From an optimization exercise on the open Yosys and OpenROAD flow, aimed at small area, a short achievable clock period and few clock cycles; shortcuts taken in it are not production practice.
Function was checked by simulation only, so behaviour that the tests miss may differ from the original.
No activity file was given, so power comes from the tool's default toggle rates.

Setup of main:
==> flow/design.v <==
package llrc_pkg;
  localparam int PIX_W      = 8;
  localparam int COL_W      = 12;
  localparam int IDX_W      = 11;
  localparam int ROW_W      = 12;
  localparam int LEN_W      = 7;
  localparam int CFG_W      = 12;
  localparam int CFG_IDX_W  = 1;
  localparam int MAX_WIDTH        = 2048;
  localparam int MAX_MODEL_LENGTH = 64;
  localparam int RING_DEPTH = MAX_MODEL_LENGTH + 1;
  localparam int RING_AW    = $clog2(RING_DEPTH);
  localparam int SUM_W      = $clog2(MAX_WIDTH * 255 + 1);
  localparam int RAM_W      = PIX_W + SUM_W;
  localparam int WIN_W      = 14;
  localparam int PROD_W     = LEN_W + PIX_W;
  localparam int RESP_W     = 16;
  localparam logic [CFG_IDX_W-1:0] REG_ROW_WIDTH    = 1'd0;
  localparam logic [CFG_IDX_W-1:0] REG_MODEL_LENGTH = 1'd1;
  localparam logic [CFG_W-1:0] ROW_WIDTH_RST    = 12'd640;
  localparam logic [LEN_W-1:0] MODEL_LENGTH_RST = 7'd8;
  typedef struct packed {
    logic              clear;      
    logic              active;     
    logic              resp_en;    
    logic [IDX_W-1:0]  resp_col;
    logic              tail_en;    
    logic [IDX_W-1:0]  tail_col;
    logic              last;
    logic [ROW_W-1:0]  row;
    logic [LEN_W-1:0]  len;
    logic [SUM_W-1:0]  prefix;
  } s1_t;
endpackage
import llrc_pkg::*;
module laser_line_row_center_core (
  input  logic                 clk,
  input  logic                 rst_n,
  input  logic                 in_valid,
  output logic                 in_ready,
  input  logic [PIX_W-1:0]     in_pixel,
  input  logic                 in_frame_start,
  output logic                 out_valid,
  input  logic                 out_ready,
  output logic [ROW_W-1:0]     out_row_index,
  output logic [IDX_W-1:0]     out_center_col,
  output logic                 out_found,
  input  logic                 cfg_we,
  input  logic [CFG_IDX_W-1:0] cfg_idx,
  input  logic [CFG_W-1:0]     cfg_data
);
  logic [11:0] w_arch;
  logic [6:0]  l_arch;
  logic [11:0] wd;        
  logic [6:0]  len;       
  logic        act;       
  logic        lnz;       
  logic        l1;        
  logic [10:0] tcol;      
  logic [11:0] w_in;      
  logic [6:0]  l_in;      
  always_comb begin
    if (cfg_data[11] && (cfg_data[10:0] != 11'd0)) w_in = 12'd2048;
    else if (cfg_data[11:1] == 11'd0)              w_in = 12'd2;
    else                                           w_in = cfg_data;
    l_in = (cfg_data[6] && (cfg_data[5:0] != 6'd0)) ? 7'd64 : cfg_data[6:0];
  end
  localparam logic [1:0] ST_RUN = 2'd0, ST_CLR = 2'd1, ST_ADD = 2'd2;
  logic        rst_q;     
  logic [1:0]  st;
  logic        pending;
  logic        owed;
  logic        rdy_r;
  logic        go_r;
  logic [6:0]  sel;       
  logic        a_v, a_fs;
  logic [7:0]  a_pix;
  logic [7:0]  pjr;       
  logic [10:0] c_r;
  logic        rfs_r;
  logic [511:0] sr;
  logic        b_pv, b_rst, b_resp, b_j0, b_last, b_rfs;
  logic [10:0] b_x;       
  logic [10:0] b_y;       
  logic [13:0] s_r;
  logic        d_pv, d_rst, d_resp, d_j0, d_last, d_rfs;
  logic signed [15:0] d_r;
  logic signed [15:0] mx_v, mn_v;
  logic [10:0] mx_c, mn_c, cd_r;
  logic        mx_s, mn_s;
  logic        e_ev, e_rfs;
  logic        o_v, o_found;
  logic [11:0] o_idx;
  logic [10:0] o_cen;
  logic [10:0] c_eff, c_nxt, c_new;
  logic [11:0] c_inc;
  logic        ge_r;      
  logic        z_r;       
  logic        a_last, a_ge, a_rm, a_rst, a_j0, a_rfs;
  logic [7:0]  rd;
  logic [10:0] pp0, pp1, pp2, pp3, pp4, pp5;
  logic        empty, apply, more;
  logic        s_clr;
  logic [7:0]  s_add, s_sub;
  always_comb begin
    c_eff  = a_fs ? 11'd0 : c_r;
    c_inc  = {1'b0, c_eff} + 12'd1;
    a_last = c_inc >= wd;
    a_ge   = a_fs ? !lnz : ge_r;
    a_rm   = a_ge && lnz;
    a_rst  = a_fs || z_r;
    a_j0   = (c_eff == {4'd0, len});
    a_rfs  = a_rst ? a_fs : rfs_r;
    rd     = 8'd0;
    for (int k = 0; k < 64; k++) begin
      if (sel[5:0] == 6'(k)) rd = rd | sr[8*k +: 8];
    end
    c_nxt  = a_last ? 11'd0 : c_inc[10:0];
    c_new  = a_v ? c_nxt : c_r;
    pp0 = len[0] ? {3'd0, pjr}       : 11'd0;
    pp1 = len[1] ? {2'd0, pjr, 1'b0} : 11'd0;
    pp2 = len[2] ? {1'd0, pjr, 2'b0} : 11'd0;
    pp3 = len[3] ? {3'd0, pjr}       : 11'd0;
    pp4 = len[4] ? {2'd0, pjr, 1'b0} : 11'd0;
    pp5 = len[5] ? {1'd0, pjr, 2'b0} : (len[6] ? {pjr, 3'b0} : 11'd0);
    empty  = !a_v && !b_pv && !d_pv && !e_ev;
    apply  = pending && empty && (st == ST_RUN);
    more   = (sel < {4'd0, c_r}) && (sel < len);
    s_clr   = a_v ? a_rst : (st == ST_CLR);
    s_add   = a_v ? (lnz ? a_pix : 8'd0) : (go_r ? pjr : 8'd0);
    s_sub   = (a_v && a_rm) ? pjr : 8'd0;
  end
  logic        zmaybe;
  logic        owed_nxt, pend_nxt;
  logic [1:0]  st_nxt;
  logic        pop;
  always_comb begin
    pop      = o_v && out_ready;
    zmaybe   = (a_v && a_last) ? (wd == 12'd2) : ({1'b0, c_r} + 12'd3 >= wd);
    owed_nxt = (a_v && a_last) ? 1'b1 : (pop ? 1'b0 : owed);
    pend_nxt = cfg_we || (pending && !apply);
    case (st)
      ST_RUN:  st_nxt = apply ? ST_CLR : ST_RUN;
      ST_CLR:  st_nxt = ST_ADD;
      ST_ADD:  st_nxt = more ? ST_ADD : ST_RUN;
      default: st_nxt = ST_RUN;
    endcase
  end
  always_ff @(posedge clk) begin
    rst_q <= rst_n;
    if (!rst_n) begin
      w_arch  <= 12'd640;
      l_arch  <= 7'd8;
      pending <= 1'b0;
      rdy_r   <= 1'b0;
      o_v     <= 1'b0;
    end else begin
      if (cfg_we) begin
        if (cfg_idx == REG_ROW_WIDTH) w_arch <= w_in;
        else                          l_arch <= l_in;
      end
      pending <= pend_nxt;
      rdy_r   <= (st_nxt == ST_RUN) && !pend_nxt && !(owed_nxt && zmaybe);
      if (e_ev && rst_q)  o_v <= 1'b1;
      else if (out_ready) o_v <= 1'b0;
    end
  end
  always_ff @(posedge clk) begin
    if (!rst_q) begin
      wd      <= 12'd640;
      len     <= 7'd8;
      act     <= 1'b1;
      lnz     <= 1'b1;
      l1      <= 1'b0;
      tcol    <= 11'd632;
      st      <= ST_RUN;
      owed    <= 1'b0;
      go_r    <= 1'b0;
      sel     <= 7'd6;
      a_v     <= 1'b0;
      c_r     <= 11'd0;
      ge_r    <= 1'b0;
      z_r     <= 1'b1;
      b_pv    <= 1'b0;
      d_pv    <= 1'b0;
      e_ev    <= 1'b0;
      o_idx   <= 12'hfff;
    end else begin
      if (apply) begin
        wd   <= w_arch;
        len  <= l_arch;
        lnz  <= (l_arch != 7'd0);
        l1   <= (l_arch == 7'd1);
      end
      if (st == ST_CLR) begin
        tcol <= jd13[10:0];
        act  <= !jd13[12] && (jd13 != 13'd0);
      end
      st      <= st_nxt;
      owed    <= owed_nxt;
      go_r    <= (st == ST_ADD) && more;
      case (st)
        ST_CLR:  sel <= 7'd0;
        ST_ADD:  sel <= more ? sel + 7'd1 : len - 7'd2;
        default: ;
      endcase
      a_v  <= in_valid && rdy_r;
      c_r  <= c_new;
      if (a_v) z_r <= a_last;
      if ((st == ST_ADD) && !more) ge_r <= (sel == len);
      else if (a_v)                ge_r <= a_last ? !lnz : (a_ge || (c_inc[10:0] == {4'd0, len}));
      b_pv <= a_v;
      d_pv <= b_pv;
      e_ev <= d_pv && d_last;
      if (e_ev) o_idx <= e_rfs ? 12'd0 : o_idx + 12'd1;
    end
  end
  assign in_ready = rdy_r;
  always_ff @(posedge clk) begin
    a_pix <= in_pixel;
    a_fs  <= in_frame_start;
    if (a_v) begin
      rfs_r <= a_rfs;
      sr    <= {sr[503:0], a_pix};
    end
    if (st == ST_RUN) begin
      if (a_v) pjr <= l1 ? a_pix : rd;
    end else if (more) begin
      pjr <= rd;
    end
    s_r     <= (s_clr ? 14'd0 : s_r) + {6'd0, s_add} - {6'd0, s_sub};
    b_rst   <= a_rst;
    b_x     <= pp0 + pp1 + pp2;
    b_y     <= pp3 + pp4 + pp5;
    b_resp  <= act && a_ge;
    b_j0    <= a_j0;
    b_last  <= a_last;
    b_rfs   <= a_rfs;
  end
  always_ff @(posedge clk) begin
    d_r    <= $signed({5'd0, b_x}) + $signed({2'd0, b_y, 3'd0}) - $signed({2'b0, s_r});
    d_rst  <= b_rst;
    d_resp <= b_resp;
    d_j0   <= b_j0;
    d_last <= b_last;
    d_rfs  <= b_rfs;
  end
  logic [10:0] cd, jd;
  logic [12:0] jd13;
  logic        gt, lt, d_pos;
  logic        mn_pos;    
  always_comb begin
    cd = d_rst ? 11'd0 : cd_r + 11'd1;
    jd13 = ((st == ST_CLR) ? {1'b0, w_arch} : {2'b0, cd}) - {6'd0, len};
    jd   = jd13[10:0];
    gt = d_r > mx_v;
    lt = d_r < mn_v;
    d_pos = !d_r[15] && (d_r != 16'sd0);
  end
  always_ff @(posedge clk) begin
    if (d_pv) begin
      cd_r <= cd;
      if (d_rst) begin
        mx_c <= '0; mn_c <= '0; mx_s <= 1'b0; mn_s <= 1'b0;
      end
      if (d_resp && d_j0) begin
        mx_v <= d_r;
        mn_v <= d_r;
        mn_pos <= d_pos;
      end else if (d_rst) begin
        mx_v <= '0;
        mn_v <= '0;
        mn_pos <= 1'b0;
      end else if (d_resp) begin
        if (gt) begin
          mx_v <= d_r; mx_c <= jd; mx_s <= 1'b1;
        end
        if (lt) begin
          mn_v <= d_r; mn_c <= jd; mn_s <= 1'b1; mn_pos <= d_pos;
        end
      end
    end
    e_rfs <= d_rfs;
  end
  logic        t_mx, t_mn, e_found;
  logic [10:0] e_mxc, e_mnc;
  logic [11:0] e_sum;
  always_comb begin
    t_mx    = act && lnz && mx_v[15];
    t_mn    = act && lnz && mn_pos;
    e_mxc   = t_mx ? tcol : mx_c;
    e_mnc   = t_mn ? tcol : mn_c;
    e_found = act && (mx_s || t_mx) && (mn_s || t_mn);
    e_sum   = {1'b0, e_mxc} + {1'b0, e_mnc};
  end
  always_ff @(posedge clk) begin
    o_found <= (e_ev & e_found) | (~e_ev & o_found);
    o_cen   <= ({11{e_ev & e_found}} & e_sum[11:1]) | ({11{~e_ev}} & o_cen);
  end
  assign out_valid      = o_v;
  assign out_row_index  = o_idx;
  assign out_center_col = o_cen;
  assign out_found      = o_found;
endmodule
Settings: LEC_CHECK=0, CAP_MARGIN=20, CORE_MARGIN=2, CORE_UTILIZATION=55, CTS_CLUSTER_DIAMETER=80, CTS_CLUSTER_SIZE=24, SLEW_MARGIN=60; clock period 12.0 ns.
standard.sh (not shown) runs the stock make flow with config.mk's settings and CLKGATE_MAP_FILE= SYNTH_SCRIPT=/design/flow/synth_recipe.tcl, a recipe that flattens the netlist after the stock synthesis.
==> flow/flow/run.sh <==
#!/bin/bash
# Standard ORFS layout (the standard.sh, standard synthesis unchanged);
# only the timing repair is asked for more: a setup margin of 8.45 ns, so it
# works towards about 3.55 ns of the 12 ns period. The SDC, the clock period
# and the IO constraints are unchanged. make's full output goes to
# orfs_make.log; ORFS keeps each step's log under orfs/logs.
set -euo pipefail
bash standard.sh SETUP_SLACK_MARGIN=8.45 finish > orfs_make.log 2>&1
Testbench counts of main, summed over its fixed seeds: cycles 48,992.
The following lists how the feature branch was set up differently from main:
-- flow/design.v --
<<< main, line 52
  logic [11:0] w_arch;
  logic [6:0]  l_arch;
  logic [11:0] wd;        
  logic [6:0]  len;       
  logic        act;       
  logic        lnz;       
  logic        l1;        
  logic [10:0] tcol;      
  logic [11:0] w_in;      
  logic [6:0]  l_in;      
>>> the feature branch, line 52
  logic [11:0] w_arch;
  logic [6:0]  l_arch;
  logic [10:0] wm1;       
  logic [6:0]  len;       
  logic        act;       
  logic        lnz;       
  logic        l1;        
  logic [10:0] tcm1;      
  logic [11:0] w_in;      
  logic [6:0]  l_in;      
<<< main, line 94
  logic [10:0] o_cen;
  logic [10:0] c_eff, c_nxt, c_new;
  logic [11:0] c_inc;
  logic        ge_r;      
  logic        z_r;       
>>> the feature branch, line 94
  logic [10:0] o_cen;
  logic [10:0] c_eff, c_nxt, c_new;
  logic        ge_r;      
  logic        z_r;       
<<< main, line 105
  always_comb begin
    c_eff  = a_fs ? 11'd0 : c_r;
    c_inc  = {1'b0, c_eff} + 12'd1;
    a_last = c_inc >= wd;
    a_ge   = a_fs ? !lnz : ge_r;
    a_rm   = a_ge && lnz;
>>> the feature branch, line 104
  always_comb begin
    c_eff  = a_fs ? 11'd0 : c_r;
    a_last = c_eff >= wm1;
    a_ge   = a_fs ? !lnz : ge_r;
    a_rm   = a_ge && lnz;
<<< main, line 116
      if (sel[5:0] == 6'(k)) rd = rd | sr[8*k +: 8];
    end
    c_nxt  = a_last ? 11'd0 : c_inc[10:0];
    c_new  = a_v ? c_nxt : c_r;
    pp0 = len[0] ? {3'd0, pjr}       : 11'd0;
>>> the feature branch, line 114
      if (sel[5:0] == 6'(k)) rd = rd | sr[8*k +: 8];
    end
    c_nxt  = a_last ? 11'd0 : c_eff + 11'd1;
    c_new  = a_v ? c_nxt : c_r;
    pp0 = len[0] ? {3'd0, pjr}       : 11'd0;
<<< main, line 137
  always_comb begin
    pop      = o_v && out_ready;
    zmaybe   = (a_v && a_last) ? (wd == 12'd2) : ({1'b0, c_r} + 12'd3 >= wd);
    owed_nxt = (a_v && a_last) ? 1'b1 : (pop ? 1'b0 : owed);
    pend_nxt = cfg_we || (pending && !apply);
>>> the feature branch, line 135
  always_comb begin
    pop      = o_v && out_ready;
    zmaybe   = (a_v && a_last) ? (wm1 == 11'd1) : ({1'b0, c_r} + 12'd2 >= {1'b0, wm1});
    owed_nxt = (a_v && a_last) ? 1'b1 : (pop ? 1'b0 : owed);
    pend_nxt = cfg_we || (pending && !apply);
<<< main, line 168
  always_ff @(posedge clk) begin
    if (!rst_q) begin
      wd      <= 12'd640;
      len     <= 7'd8;
      act     <= 1'b1;
      lnz     <= 1'b1;
      l1      <= 1'b0;
      tcol    <= 11'd632;
      st      <= ST_RUN;
      owed    <= 1'b0;
>>> the feature branch, line 166
  always_ff @(posedge clk) begin
    if (!rst_q) begin
      wm1     <= 11'd639;
      len     <= 7'd8;
      act     <= 1'b1;
      lnz     <= 1'b1;
      l1      <= 1'b0;
      tcm1    <= 11'd631;
      st      <= ST_RUN;
      owed    <= 1'b0;
<<< main, line 188
    end else begin
      if (apply) begin
        wd   <= w_arch;
        len  <= l_arch;
        lnz  <= (l_arch != 7'd0);
>>> the feature branch, line 186
    end else begin
      if (apply) begin
        wm1  <= w_arch[10:0] - 11'd1;
        len  <= l_arch;
        lnz  <= (l_arch != 7'd0);
<<< main, line 194
      end
      if (st == ST_CLR) begin
        tcol <= jd13[10:0];
        act  <= !jd13[12] && (jd13 != 13'd0);
      end
      st      <= st_nxt;
>>> the feature branch, line 192
      end
      if (st == ST_CLR) begin
        tcm1 <= jd12[10:0];
        act  <= !jd12[11];
      end
      st      <= st_nxt;
<<< main, line 208
      c_r  <= c_new;
      if (a_v) z_r <= a_last;
      if ((st == ST_ADD) && !more) ge_r <= (sel == len);
      else if (a_v)                ge_r <= a_last ? !lnz : (a_ge || (c_inc[10:0] == {4'd0, len}));
      b_pv <= a_v;
      d_pv <= b_pv;
>>> the feature branch, line 206
      c_r  <= c_new;
      if (a_v) z_r <= a_last;
      if (!a_v)        ge_r <= ({1'b0, c_r} >= {5'd0, len});
      else if (a_last) ge_r <= !lnz;
      else if (a_fs)   ge_r <= (len <= 7'd1);
      else             ge_r <= ({1'b0, c_r} + 12'd1 >= {5'd0, len});
      b_pv <= a_v;
      d_pv <= b_pv;
<<< main, line 247
  end
  logic [10:0] cd, jd;
  logic [12:0] jd13;
  logic        gt, lt, d_pos;
  logic        mn_pos;    
  always_comb begin
    cd = d_rst ? 11'd0 : cd_r + 11'd1;
    jd13 = ((st == ST_CLR) ? {1'b0, w_arch} : {2'b0, cd}) - {6'd0, len};
    jd   = jd13[10:0];
    gt = d_r > mx_v;
    lt = d_r < mn_v;
>>> the feature branch, line 247
  end
  logic [10:0] cd, jd;
  logic [11:0] jd12;
  logic        gt, lt, d_pos;
  logic        mn_pos;    
  always_comb begin
    cd = d_rst ? 11'd0 : cd_r + 11'd1;
    jd12 = {1'b0, (st == ST_CLR) ? wm1 : cd} - {5'd0, len};
    jd   = jd12[10:0];
    gt = d_r > mx_v;
    lt = d_r < mn_v;
<<< main, line 289
    t_mx    = act && lnz && mx_v[15];
    t_mn    = act && lnz && mn_pos;
    e_mxc   = t_mx ? tcol : mx_c;
    e_mnc   = t_mn ? tcol : mn_c;
    e_found = act && (mx_s || t_mx) && (mn_s || t_mn);
    e_sum   = {1'b0, e_mxc} + {1'b0, e_mnc};
  end
  always_ff @(posedge clk) begin
>>> the feature branch, line 289
    t_mx    = act && lnz && mx_v[15];
    t_mn    = act && lnz && mn_pos;
    e_mxc   = t_mx ? tcm1 : mx_c;
    e_mnc   = t_mn ? tcm1 : mn_c;
    e_found = act && (mx_s || t_mx) && (mn_s || t_mn);
    e_sum   = {1'b0, e_mxc} + {1'b0, e_mnc} + {11'd0, t_mx | t_mn};
  end
  always_ff @(posedge clk) begin
==> results.txt <==
Status: part of the cycle the worst path needs parity (the feature branch, main)
Summary of the feature branch over main: actual transition at the worst max-transition pin rose by 0.030 ns, routed metal-1 wire length stayed essentially flat.
The combinational cell fraction of total power of the feature branch exceeds that of main by 1.4 points.
From main to the feature branch the numbers moved as follows: area share of xor/xnor cells in the synthesized design was more or less identical; number of sequential cells in the layout was more or less identical; number of diodes added for antenna fixing went down by 1.
Aggregate routed wire length in the feature branch is 430 µm above main.
Testbench counts of the feature branch, summed over its fixed seeds: cycles 48,992.

[re-timing with driven ports]
Ports are ideal in the flow. The routed layouts listed here were re-timed in OpenROAD. Step 1 assumes that a clkbuf_16 drives the clock port and a buf_2 every other input. Step 2, shift: input delay + t, output delay - t, t = (earliest + latest rising clock arrival at the registers) / 2. This alone moves slack from input paths to output paths. Slacks: no drivers / after step 1 / after step 2; pairs: no drivers / after step 1.
run	t, ns	slack for setup (ns)	worst hold slack (ns)	slew at the worst register clock pin (ns)	worst data-port slew with drivers (ns)
main	0.678	8.486 / 8.423 / 7.837	0.325 / 0.325 / 0.325	0.10 / 0.10	0.13
the feature branch	0.691	8.486 / 8.421 / 7.877	0.334 / 0.334 / 0.334	0.11 / 0.11	0.13
After both steps setup and hold are still met in every run listed. The setup slack of main, which loses most, moves by -0.063 ns with the drivers and by -0.649 ns with both steps.
